Source: an optimization exercise on an open RTL-to-GDS flow (aim: small area, a short achievable clock period and few clock cycles per item). Production flows keep margins and buffers that such runs may drop.
In this exercise RTL edits were held to simulation tests only and were not proved equivalent to the original.

==> flow/design.v (outline; a module is shown in full before it is edited, if it fits) <==
// module pdvl_st1a: 1455 lines
// module pdvl_fin32: 446 lines
// module pdvl_st2a: 2257 lines
// module pdvl_fin26: 358 lines
// module pdvl_radd: 16 lines
// module dual_axis_pd_velocity_loop: 154 lines
module dual_axis_pd_velocity_loop (
   input  logic         clock,
   input  logic         reset,
   input  logic         req_valid,
   output logic         req_ready,
   input  logic [15:0]  req_cmd_x,
   input  logic [15:0]  req_cmd_y,
   input  logic [15:0]  req_vel_x,
   input  logic [15:0]  req_vel_y,
   output logic         rsp_valid,
   input  logic         rsp_ready,
   output logic [15:0]  rsp_out_x,
   output logic [15:0]  rsp_out_y,
   output logic         rsp_clipped,
   input  logic         csr_valid,
   output logic         csr_ready,
   input  logic [2:0]   csr_index,
   input  logic [31:0]  csr_data
);
  // ...
==> flow/flow/run.sh <==
#!/bin/bash
# The standard layout, with one step added after synthesis: flow/polarity.py
# moves inverters through the full-adder cells of the synthesized netlist
# (a full adder with all inputs inverted gives both outputs inverted), which
# leaves fewer inverters. Registers and the rest of the netlist are unchanged.
set -euo pipefail
cp standard.sh standard_sh.log
bash standard.sh synth > synth.log 2>&1
R=orfs/results/${FLOW_PLATFORM}/dual_axis_pd_velocity_loop/base
python3 flow/polarity.py "$R/1_2_yosys.v" "$R/1_2_yosys.pol.v" > polarity.log 2>&1
mv "$R/1_2_yosys.pol.v" "$R/1_2_yosys.v"
rm -f "$R/1_synth.odb" "$R/1_synth.sdc"
bash standard.sh > layout.log 2>&1
==> flow/flow/polarity.py <==
#!/usr/bin/env python3
"""Moves inverters through full-adder cells of a mapped sky130 netlist.

A full adder is self-dual: FA(~a, ~b, ~c) = (~sum, ~cout). Each fa cell may so
be "flipped" (its inputs and outputs taken in the opposite polarity) without
changing the logic. This picks flips that leave the fewest inverters, then
rebuilds every inverter tree it touched with at most one inverter per signal.
Usage: polarity.py IN.v OUT.v
"""
import re, sys, collections

src = open(sys.argv[1]).read()

inst_re = re.compile(r'^(\s*)(sky130_fd_sc_hd__\w+)\s+(\\\S+\s|\S+)\s*\((.*?)\);\s*$', re.S | re.M)
pin_re = re.compile(r'\.(\w+)\(\s*(\\\S+\s|[^\s(),]+(?:\s*\[\d+\])?)\s*\)')

OUTPINS = {'X', 'Y', 'Q', 'Q_N', 'COUT', 'SUM', 'HI', 'LO'}
INV = re.compile(r'sky130_fd_sc_hd__(clk)?inv_\d+$')

cells = []   # [type, name, pins(dict pin->net), span]
for m in inst_re.finditer(src):
    typ, name, body = m.group(2), m.group(3), m.group(4)
    pins = {p: n.strip() for p, n in pin_re.findall(body)}
    cells.append([typ, name.strip(), pins, (m.start(), m.end())])

def norm(n):
    return n.strip()

driver = {}
loads = collections.defaultdict(list)
for i, (typ, name, pins, _) in enumerate(cells):
    for p, n in pins.items():
        if p in OUTPINS:
            driver[n] = (i, p)
        else:
            loads[n].append((i, p))

hdr = src[:src.index(');') + 2]
ports = set()
for m in re.finditer(r'^\s*(input|output|inout)\s*(\[\d+:\d+\])?\s*([^;]+);', src, re.M):
    rng, names = m.group(2), [x.strip() for x in m.group(3).split(',')]
    for nm in names:
        if rng:
            hi, lo = map(int, rng[1:-1].split(':'))
            for b in range(min(hi, lo), max(hi, lo) + 1):
                ports.add('%s[%d]' % (nm, b))
        ports.add(nm)
assign_nets = set()
for m in re.finditer(r'^\s*assign\s+(.*?);', src, re.M | re.S):
    for tok in re.findall(r'\\\S+\s|[A-Za-z_][\w$]*(?:\s*\[\d+\])?', m.group(1)):
        assign_nets.add(tok.strip())
fixed_net = ports | assign_nets

is_inv = [bool(INV.match(c[0])) for c in cells]
is_fa = [c[0].startswith('sky130_fd_sc_hd__fa_') for c in cells]

# root of each net and parity through inverter chains
def root(n):
    par = 0
    seen = 0
    while n in driver and is_inv[driver[n][0]] and seen < 100:
        i = driver[n][0]
        n = cells[i][2]['A']
        par ^= 1
        seen += 1
    return n, par

# terminal loads per root: (cell, pin, parity)
term = collections.defaultdict(list)
tree_invs = collections.defaultdict(set)
frozen = set()
for i, c in enumerate(cells):
    if is_inv[i]:
        continue
    for p, n in c[2].items():
        if p in OUTPINS:
            continue
        r, q = root(n)
        term[r].append((i, p, q))
        # walk back to collect the inverters of this path
        m = n
        while m in driver and is_inv[driver[m][0]]:
            tree_invs[r].add(driver[m][0])
            if m in fixed_net:
                frozen.add(r)
            m = cells[driver[m][0]][2]['A']
# inverters whose outputs reach a fixed net (port or assign) or nothing
for i, c in enumerate(cells):
    if is_inv[i]:
        y = c[2].get('Y')
        r, q = root(c[2]['A'])
        tree_invs[r].add(i)
        if y in fixed_net or not loads.get(y):
            frozen.add(r)

# flip variables
flip = [0] * len(cells)
can_flip = [is_fa[i] for i in range(len(cells))]
def drv_cell(r):
    d = driver.get(r)
    return d[0] if d else None
for r in frozen:
    d = drv_cell(r)
    if d is not None:
        can_flip[d] = False
    for (i, p, q) in term[r]:
        can_flip[i] = False

def cost_root(r):
    if r in frozen:
        return len(tree_invs[r])
    d = drv_cell(r)
    xd = flip[d] if d is not None else 0
    for (i, p, q) in term[r]:
        if q ^ flip[i] ^ xd:
            return 1
    return 0

roots_of = collections.defaultdict(set)
for r in term:
    d = drv_cell(r)
    if d is not None:
        roots_of[d].add(r)
    for (i, p, q) in term[r]:
        roots_of[i].add(r)

before = sum(len(tree_invs[r]) for r in tree_invs)
for it in range(20):
    changed = 0
    for i in range(len(cells)):
        if not can_flip[i]:
            continue
        rs = roots_of[i]
        c0 = sum(cost_root(r) for r in rs)
        flip[i] ^= 1
        c1 = sum(cost_root(r) for r in rs)
        if c1 < c0:
            changed += 1
        else:
            flip[i] ^= 1
    if not changed:
        break
after = sum(cost_root(r) for r in set(term) | set(tree_invs))
print("inverters before %d, after %d, flipped %d fa cells" % (before, after, sum(flip)))

# rebuild: rewire terminal loads of non-frozen roots
remove = set()
newcells = []
newwires = []
rewire = {}   # (cell, pin) -> net
cnt = 0
for r in set(term) | set(tree_invs):
    if r in frozen:
        continue
    remove |= tree_invs[r]
    d = drv_cell(r)
    xd = flip[d] if d is not None else 0
    need = [(i, p) for (i, p, q) in term[r] if q ^ flip[i] ^ xd]
    keep = [(i, p) for (i, p, q) in term[r] if not (q ^ flip[i] ^ xd)]
    for (i, p) in keep:
        rewire[(i, p)] = r
    if need:
        cnt += 1
        nn = "_polinv%d_" % cnt
        newwires.append(nn)
        newcells.append("  sky130_fd_sc_hd__inv_1 _polinv_cell%d_ (\n    .A(%s),\n    .Y(%s)\n  );\n" % (cnt, r + (' ' if r.startswith('\\') else ''), nn))
        for (i, p) in need:
            rewire[(i, p)] = nn

def fmt(n):
    return n + ' ' if n.startswith('\\') else n

out = []
pos = 0
for i, (typ, name, pins, (s, e)) in enumerate(cells):
    out.append(src[pos:s])
    pos = e
    if i in remove:
        continue
    text = src[s:e]
    if any((i, p) in rewire for p in pins):
        def sub(m):
            p = m.group(1)
            if (i, p) in rewire:
                return '.%s(%s)' % (p, fmt(rewire[(i, p)]))
            return m.group(0)
        text = pin_re.sub(sub, text)
    out.append(text)
tail = src[pos:]
k = tail.rindex('endmodule')
out.append(tail[:k] + "".join(newcells) + tail[k:])
res = "".join(out)
# declare new wires after the module header
j = res.index(');', res.index('module ')) + 2
res = res[:j] + "\n" + "".join("  wire %s;\n" % w for w in newwires) + res[j:]
open(sys.argv[2], 'w').write(res)
==> flow/standard.sh <==
#!/bin/bash
# synth_recipe.tcl (not shown) runs the flow's synth.tcl, then flattens the netlist and writes it again
# the make line also repeats each setting of config.mk as NAME=value (left out here)
make -C /OpenROAD-flow-scripts/flow DESIGN_CONFIG=/design/flow/config.mk WORK_HOME=/design/flow/orfs CLKGATE_MAP_FILE= SYNTH_SCRIPT=/design/flow/synth_recipe.tcl "${@:-finish}"
==> flow/config.mk <==
export PLATFORM = sky130hd
export DESIGN_NAME = dual_axis_pd_velocity_loop
export DESIGN_NICKNAME = dual_axis_pd_velocity_loop
export VERILOG_FILES = /design/flow/design.v
export SDC_FILE = /design/flow/constraint.sdc
export NUM_CORES = 4
export LEC_CHECK = 0
export ABC_AREA = 1
export CAP_MARGIN = 10
export CORE_MARGIN = 2
export CORE_UTILIZATION = 30
export CTS_CLUSTER_DIAMETER = 120
export CTS_CLUSTER_SIZE = 22
export PLACE_DENSITY = 0.9
export SETUP_SLACK_MARGIN = 5.0
export SLEW_MARGIN = 10
==> flow/constraint.sdc <==
create_clock -name core_clock -period 11.0 [get_ports {clock}]
set_input_delay 2.2000 -clock core_clock [delete_from_list [all_inputs] [get_ports {clock}]]
set_output_delay 2.2000 -clock core_clock [all_outputs]
set_load 0.01 [all_outputs]
==> impl_metrics.json, run 1 <==
{
  "status": "timing/DRC/antenna clean",
  "row_count": 184,
  "die_w_um": 507,
  "path_clk_slew_ns": 0.09,
  "final_common_cell": "xor2_1",
  "wl_met1_um": 85500,
  "num_antenna_cells": 8,
  "met2WireLength_um": 107000,
  "taps": 3348,
  "crit_end": "req_ready",
  "clock-sinks": 608,
  "syn2layout_area_growth_pct": 9.73,
  "syn_avg_cell_area_um2": 9.67,
  "drt_first_iter_violations": 10300,
  "core_area_um2": 251000,
  "path_delay_family": "buffers and inverters",
  "syn-num-nets": 9408,
  "regToRegEndpoint": "c3_x_ff$_DFFE_PN_",
  "dpl_worst_slack_ns": 2.77,
  "fin_crit_ns": 5.94,
  "min_period_over_period_pct": 54.0,
  "multi_input_area_share_pct": 65.6,
  "place_hpwl_um": 176000,
  "ff_latch_area_um2": 15800,
  "dominant_cells": "multi-input gates",
  "cp_slowest_cell": "clkdlybuf4s50_1",
  "end_kind": "output pin",
  "num-nets-final": 9229,
  "wl_per_cell_um": 22.0,
  "rsz0062_at_grt": "yes",
  "worstRegToRegCells": 18
}
Testbench counts, summed over its fixed seeds: cycles 2,176, items 2,048.
==> run 2, diff against run 1 <==
--- a/flow/config.mk
+++ b/flow/config.mk
@@ -13,3 +13,3 @@
 export CTS_CLUSTER_SIZE = 22
-export PLACE_DENSITY = 0.9
+export PLACE_DENSITY = 0.85
 export SETUP_SLACK_MARGIN = 5.0
==> impl_metrics.json, run 2 <==
{
  "status": "timing/DRC/antenna clean",
  "initial_utilization_pct": 30.2,
  "syn2layout_area_growth_pct": 9.82,
  "layout_common_cells": "xor2_1, fa_1, o22ai_1",
  "place_hpwl_um": 175000,
  "first_global_vias": 62400,
  "cp.arrival_ns": 6.54,
  "vias": 61700,
  "min_path_type": "reg -> reg",
  "fp.dieArea_um2": 257000,
  "drt.antenna.violating_nets": 0,
  "path_depth": 18,
  "numCtsBuffers": 39,
  "num-nets-final": 9225,
  "grt_antenna_before_repair": 32,
  "hold_ws_ns": 0.374,
  "drv_slew": 0,
  "critPathKind": "reg -> reg",
  "synthCells": 7854,
  "grt_max_degree": 94,
  "cp_max_fo": 24,
  "regToRegEndpoint": "c3_x_ff$_DFFE_PN_",
  "largestRegisters": "scale_x_ff (32), scale_y_ff (32)",
  "port_buffers": 138,
  "clock-sinks": 608,
  "crit_end": "c3_x_ff$_DFFE_PN_",
  "grt-ovfl-total": 0,
  "cts.path.max_buffers": 3,
  "final_common_cell": "xor2_1",
  "min_period_over_period_pct": 56.2,
  "die_h_um": 507,
  "cts_root_buffer": "clkbuf_16",
  "cap_violations": 0,
  "critPathBufInv": 3,
  "syn_avg_cell_area_um2": 9.67,
  "wl_per_cell_um": 22.0,
  "path_common_cell": "fa_1",
  "io_pins": 140,
  "path_delay_family": "adder cells",
  "cts_tree": "built",
  "routed_via_density": 5.58,
  "worstSetupStartpointType": "register",
  "drive_gt1_share_pct": 6.12,
  "gp_congestion": 0.989,
  "fin_setup_tns_ns": 0,
  "max_stage_delay_ns": 0.68,
  "path_clk_slew_ns": 0.09,
  "cp.required_ns": 11.35,
  "worstMarginPinSlew_ns": 1.17,
  "drt_pre_antenna_iters": 12,
  "cp_slowest_cell": "dfxtp_4",
  "die_w_um": 507,
  "r2r_setup_slack_ns": 4.81,
  "critPathLaunch": "prev_x_ff[3]$_SDFFE_PP0P_",
  "syn-num-nets": 9408,
  "place_area_um2": 80300,
  "end_kind": "register",
  "drt_first_iter_violations": 8602,
  "wl_um": 243000,
  "setup_violations": 0,
  "route.detailed.drc": 0,
  "grt_usage_pct": 18.2,
  "skew_ns": 0.0811,
  "ys_warn_count": 3,
  "synthesis.area_um2": 75900,
  "cts-hold-fix-buffers": 0,
  "core_area_um2": 251000,
  "row_count": 184,
  "fmax_mhz": 162,
  "clkLatencyLatePin_ns": 0.71,
  "slew_headroom_pct": 21.6,
  "postLayoutCellArea_um2": 83400,
  "reg2reg_from": "prev_x_ff[3]$_SDFFE_PP0P_",
  "fin_crit_ns": 6.19,
  "htreeDepth": 2,
  "crit_path_cell_trace": "inv_1, o21ai_1, buf_4, o22ai_1, xor2_1, ha_1, inv_1, fa_1, fa_1, fa_1, fa_1, fa_1, nand2_1, a21boi_0, nand3_1, a21oi_1, a31oi_1, nand3_1",
  "rsz0062_at_grt": "yes",
  "grt_first_pass_wirelength_um": 368000,
  "worstRegToRegCells": 18,
  "finalHoldViolCount": 0
}
==> run 2: worst reg2reg max path: stages (launching register included) <==
cell and delay (ns):
dfxtp_4 0.68, inv_1 0.35, o21ai_1 0.20, buf_4 0.41
o22ai_1 0.19, xor2_1 0.28, ha_1 0.29, inv_1 0.10
fa_1 0.43, fa_1 0.45, fa_1 0.47, fa_1 0.50
fa_1 0.63, nand2_1 0.10, a21boi_0 0.15, nand3_1 0.11
a21oi_1 0.05, a31oi_1 0.18, nand3_1 0.30
==> run 2: layer usage <==
layer  up-vias  wire length (µm)  global-route usage (%)
met5         -                68                       0
met4        10             13600                    8.54
met3      1128             33100                    5.42
met2      4756            108000                    28.7
met1     30000             88300                    22.8
li1      25800                 -                       -
==> run 2: stage by stage <==
stage | cells | utilization, % | setup WS (ns)
5_1_grt | 11100 | 33.2 | 4.81
6_report | 11100 | 33.2 | 4.81
4_1_cts | 11000 | 32.7 | 4.95
3_3_place_gp | 10900 | 31.9 | 2.94
3_5_place_dp | 10900 | 31.9 | 2.95
2_1_floorplan | 7854 | - | 2.13
==> run 2: worst min path at each step <==
stage,start,end,slack (ns),depth (start not counted)
5_1_grt,cmd_y1_ff[2]$_DFFE_PN_,cmd_y2_ff[2]$_DFFE_PN_,0.40,0
6_report,cmd_y1_ff[2]$_DFFE_PN_,cmd_y2_ff[2]$_DFFE_PN_,0.37,0
4_1_cts,cmd_y1_ff[2]$_DFFE_PN_,cmd_y2_ff[2]$_DFFE_PN_,0.38,0
2_1_floorplan,clip2_ff$_DFFE_PN_,clip3_ff$_DFFE_PN_,0.40,0
3_5_place_dp,cmd_y1_ff[15]$_DFFE_PN_,cmd_y2_ff[15]$_DFFE_PN_,0.40,0
3_3_place_gp,cmd_x1_ff[15]$_DFFE_PN_,cmd_x2_ff[15]$_DFFE_PN_,0.40,0
==> run 2: area by class of cell <==
class	count	area, µm²
multi-input cells	5671	54700
clock buffers	57	1070
flip-flops and latches	608	15800
repair buffers	388	3730
inverters	956	3700
fillers	24800	168000
clock inverters	14	189
diodes	7	17.5
repair inverters	7	45.0
well taps	3348	4190
==> run 2: timing repair <==
action                     in CTS  in global routing
pin swaps                       8                 19
gates cloned                    8                 10
buffers inserted               26                 56
resized for setup              99                155
setup endpoints to repair      94                 13
hold endpoints to repair        0                  0
==> run 3, diff against run 2 <==
--- a/flow/config.mk
+++ b/flow/config.mk
@@ -10,6 +10,6 @@
 export CORE_MARGIN = 2
-export CORE_UTILIZATION = 30
+export CORE_UTILIZATION = 50
 export CTS_CLUSTER_DIAMETER = 120
 export CTS_CLUSTER_SIZE = 22
-export PLACE_DENSITY = 0.85
+export PLACE_DENSITY = 0.8
 export SETUP_SLACK_MARGIN = 5.0
==> impl_metrics.json, run 3 <==
{
  "worstMarginPinSlew_ns": 1.27,
  "cp.arrival_ns": 6.46,
  "min_path_type": "reg -> reg",
  "worstSetupStartpointType": "input pin",
  "gp_congestion": 1.00,
  "multiInputGateArea_um2": 54500,
  "ff_latch_area_um2": 15800,
  "initial_utilization_pct": 50.5,
  "path_clk_slew_ns": 0.08,
  "syn_avg_cell_area_um2": 9.67,
  "regToRegEndpoint": "c3_y_ff$_DFFE_PN_",
  "port_buffers": 138,
  "slew_headroom_pct": 15.2,
  "syn2layout_area_growth_pct": 7.04,
  "critPathLaunch": "req_vel_x[4]",
  "synthCells": 7854,
  "status": "timing/DRC/antenna clean",
  "routed_via_density": 6.29,
  "max_stage_delay_ns": 0.62,
  "finalHoldViolCount": 0,
  "wl_um": 236000,
  "r2r_setup_slack_ns": 5.16,
  "wl_per_cell_um": 24.3,
  "syn-num-nets": 9408,
  "skew_ns": 0.0283,
  "cp_slowest_cell": "fa_1",
  "clkLatencyLatePin_ns": 0.67,
  "fmax_mhz": 166,
  "critPathBufInv": 3,
  "cp.required_ns": 11.42,
  "numCtsBuffers": 39,
  "fin_crit_ns": 6.04,
  "fin_setup_tns_ns": 0,
  "core_area_um2": 150000,
  "crit_path_cell_trace": "clkdlybuf4s50_1, nand2_4, nand2_2, o21ai_4, buf_12, o22ai_1, xor2_1, fa_1, fa_2, fa_2, fa_1, inv_1, or2_2, o21ai_1, o211ai_1, a221oi_1, nand2_1",
  "grt_max_degree": 153,
  "drv_slew": 0,
  "drt.antenna.violating_nets": 0,
  "reg2reg_from": "prev_y_ff[3]$_SDFFE_PP0P_",
  "finish.utilization_pct": 54.1,
  "row_count": 142,
  "drive_gt1_share_pct": 5.43,
  "grt_first_pass_wirelength_um": 363000,
  "path_depth": 17,
  "drt_pre_antenna_iters": 7,
  "place_hpwl_um": 172000,
  "io_pins": 140,
  "hold_path_depth": 0,
  "cts_root_buffer": "clkbuf_16",
  "grt_usage_pct": 29.7,
  "synthesis.area_um2": 75900,
  "route.detailed.drc": 0,
  "fp.dieArea_um2": 155000,
  "cts.path.max_buffers": 3,
  "end_kind": "register",
  "crit_end": "c1_x_ff$_DFFE_PN_",
  "cp_max_fo": 8,
  "vias": 61000,
  "worstRegToRegCells": 18,
  "die_w_um": 394,
  "layout_common_cells": "xor2_1, o22ai_1, fa_1",
  "cts_tree": "built",
  "ys_warn_count": 3,
  "path_delay_family": "adder cells",
  "fillers": 12900,
  "critPathKind": "in -> reg",
  "first_global_vias": 62400,
  "htreeDepth": 2,
  "min_period_over_period_pct": 54.9,
  "rsz0062_at_grt": "yes",
  "final_common_cell": "xor2_1",
  "setup_violations": 0,
  "grt_antenna_before_repair": 16,
  "drt_first_iter_violations": 7932,
  "cap_violations": 0,
  "die_h_um": 394,
  "num-nets-final": 9197,
  "clock-sinks": 608,
  "largestRegisters": "scale_x_ff (32), scale_y_ff (32)",
  "grt-ovfl-total": 0
}
[run 3: cell count changes in the layout (fill, tap and decap cells not counted), sizes merged, moves of 3 or more]
cell,change
dlymetal6s2s,-4
clkinvlp,-3
buf,-28
clkdlybuf4s50,+4
dlygate4sd2,+3
[run 3: how the worst min path moves through the flow]
stage                            startpoint  slack, ns                       to
finish               cmd_x1_ff[7]$_DFFE_PN_       0.43   cmd_x2_ff[7]$_DFFE_PN_
global placement    cmd_y1_ff[11]$_DFFE_PN_       0.40  cmd_y2_ff[11]$_DFFE_PN_
CTS                  cmd_x1_ff[7]$_DFFE_PN_       0.43   cmd_x2_ff[7]$_DFFE_PN_
floorplan                clip2_ff$_DFFE_PN_       0.40       clip3_ff$_DFFE_PN_
global route         cmd_x1_ff[7]$_DFFE_PN_       0.43   cmd_x2_ff[7]$_DFFE_PN_
detailed placement   cmd_x1_ff[4]$_DFFE_PN_       0.41   cmd_x2_ff[4]$_DFFE_PN_
[run 3: final cells by class]
class / instances / share of cell area (%)
Clock inverter: 14 / 0.269
Timing Repair Buffer: 361 / 4.18
Sequential cell: 608 / 19.4
Antenna cell: 7 / 0.0216
Multi-Input combinational cell: 5672 / 67.1
Inverter: 956 / 4.52
Clock buffer: 58 / 1.34
Tap cell: 2016 / 3.10
Timing Repair inverter: 5 / 0.0308
[run 3: per-stage QoR]
| step | instances | setup WS [ns] | area (µm²) | hold WS (ns) |
|---|---|---|---|---|
| CTS | 9634 | 4.44 | 80400 | 0.426 |
| global route | 9692 | 4.80 | 81200 | 0.434 |
| floorplan | 7854 | 2.13 | 76100 | 0.400 |
| finish | 9697 | 4.96 | 81300 | 0.426 |
| detailed placement | 9530 | 2.86 | 78500 | 0.405 |
| global placement | 9530 | 2.96 | 78500 | 0.401 |
[run 3: repair_timing]
item                       4_1_cts  5_1_grt
hold buffers                     0        0
setup endpoints to repair      123       41
gates resized for setup         75      108
setup buffers                   25       48
pin swaps                       11       10
cloned                           7        8
[run 3: metal layers]
metal	GRT usage (%)	share of wire [%]
met3	9.73	13
met1	38.5	37
met4	12.8	4.8
met2	45.8	45
met5	0	0.039
[run 3: worst reg2reg max path, stage by stage, from the launching register on]
cell and delay [ns]:
dfxtp_1 0.35, buf_4 0.43, inv_1 0.41, o21ai_1 0.23, buf_4 0.34, o22ai_1 0.14, xor2_1 0.20, ha_1 0.31
inv_1 0.05, fa_1 0.52, fa_1 0.47, fa_1 0.49, fa_1 0.50, fa_1 0.53, nand2_1 0.08, nand2_1 0.11
nor2_1 0.05, a221oi_1 0.27, nand2_1 0.10

-- port drivers added, routing unchanged --
How much do the figures lean on ideal ports? The routed layouts below were timed once more, with nothing changed but the port constraints.
Step 1 assumes that a clkbuf_16 drives the clock port and a buf_2 every other input.
Step 2 also shifts input and output timing later by t, the mid clock arrival at the registers, as if the neighbouring blocks saw the same clock.
a / b / c = no drivers / after step 1 / after step 2; a / b = the first two.
run | shift t [ns] | slack for setup (ns) | worst setup path at the end | slew at the worst register clock pin (ns)
run 1 | 0.728 | 5.059 / 5.038 / 4.348 | input to register | 0.10 / 0.10
run 2 | 0.746 | 4.814 / 4.814 / 4.430 | input to register | 0.10 / 0.10
run 3 | 0.739 | 4.963 / 5.021 / 4.282 | input to register | 0.10 / 0.10
After both steps every run listed still meets setup and hold. For run 1, which loses most, drivers alone change the setup slack by -0.021 ns; drivers and shift together by -0.711 ns.
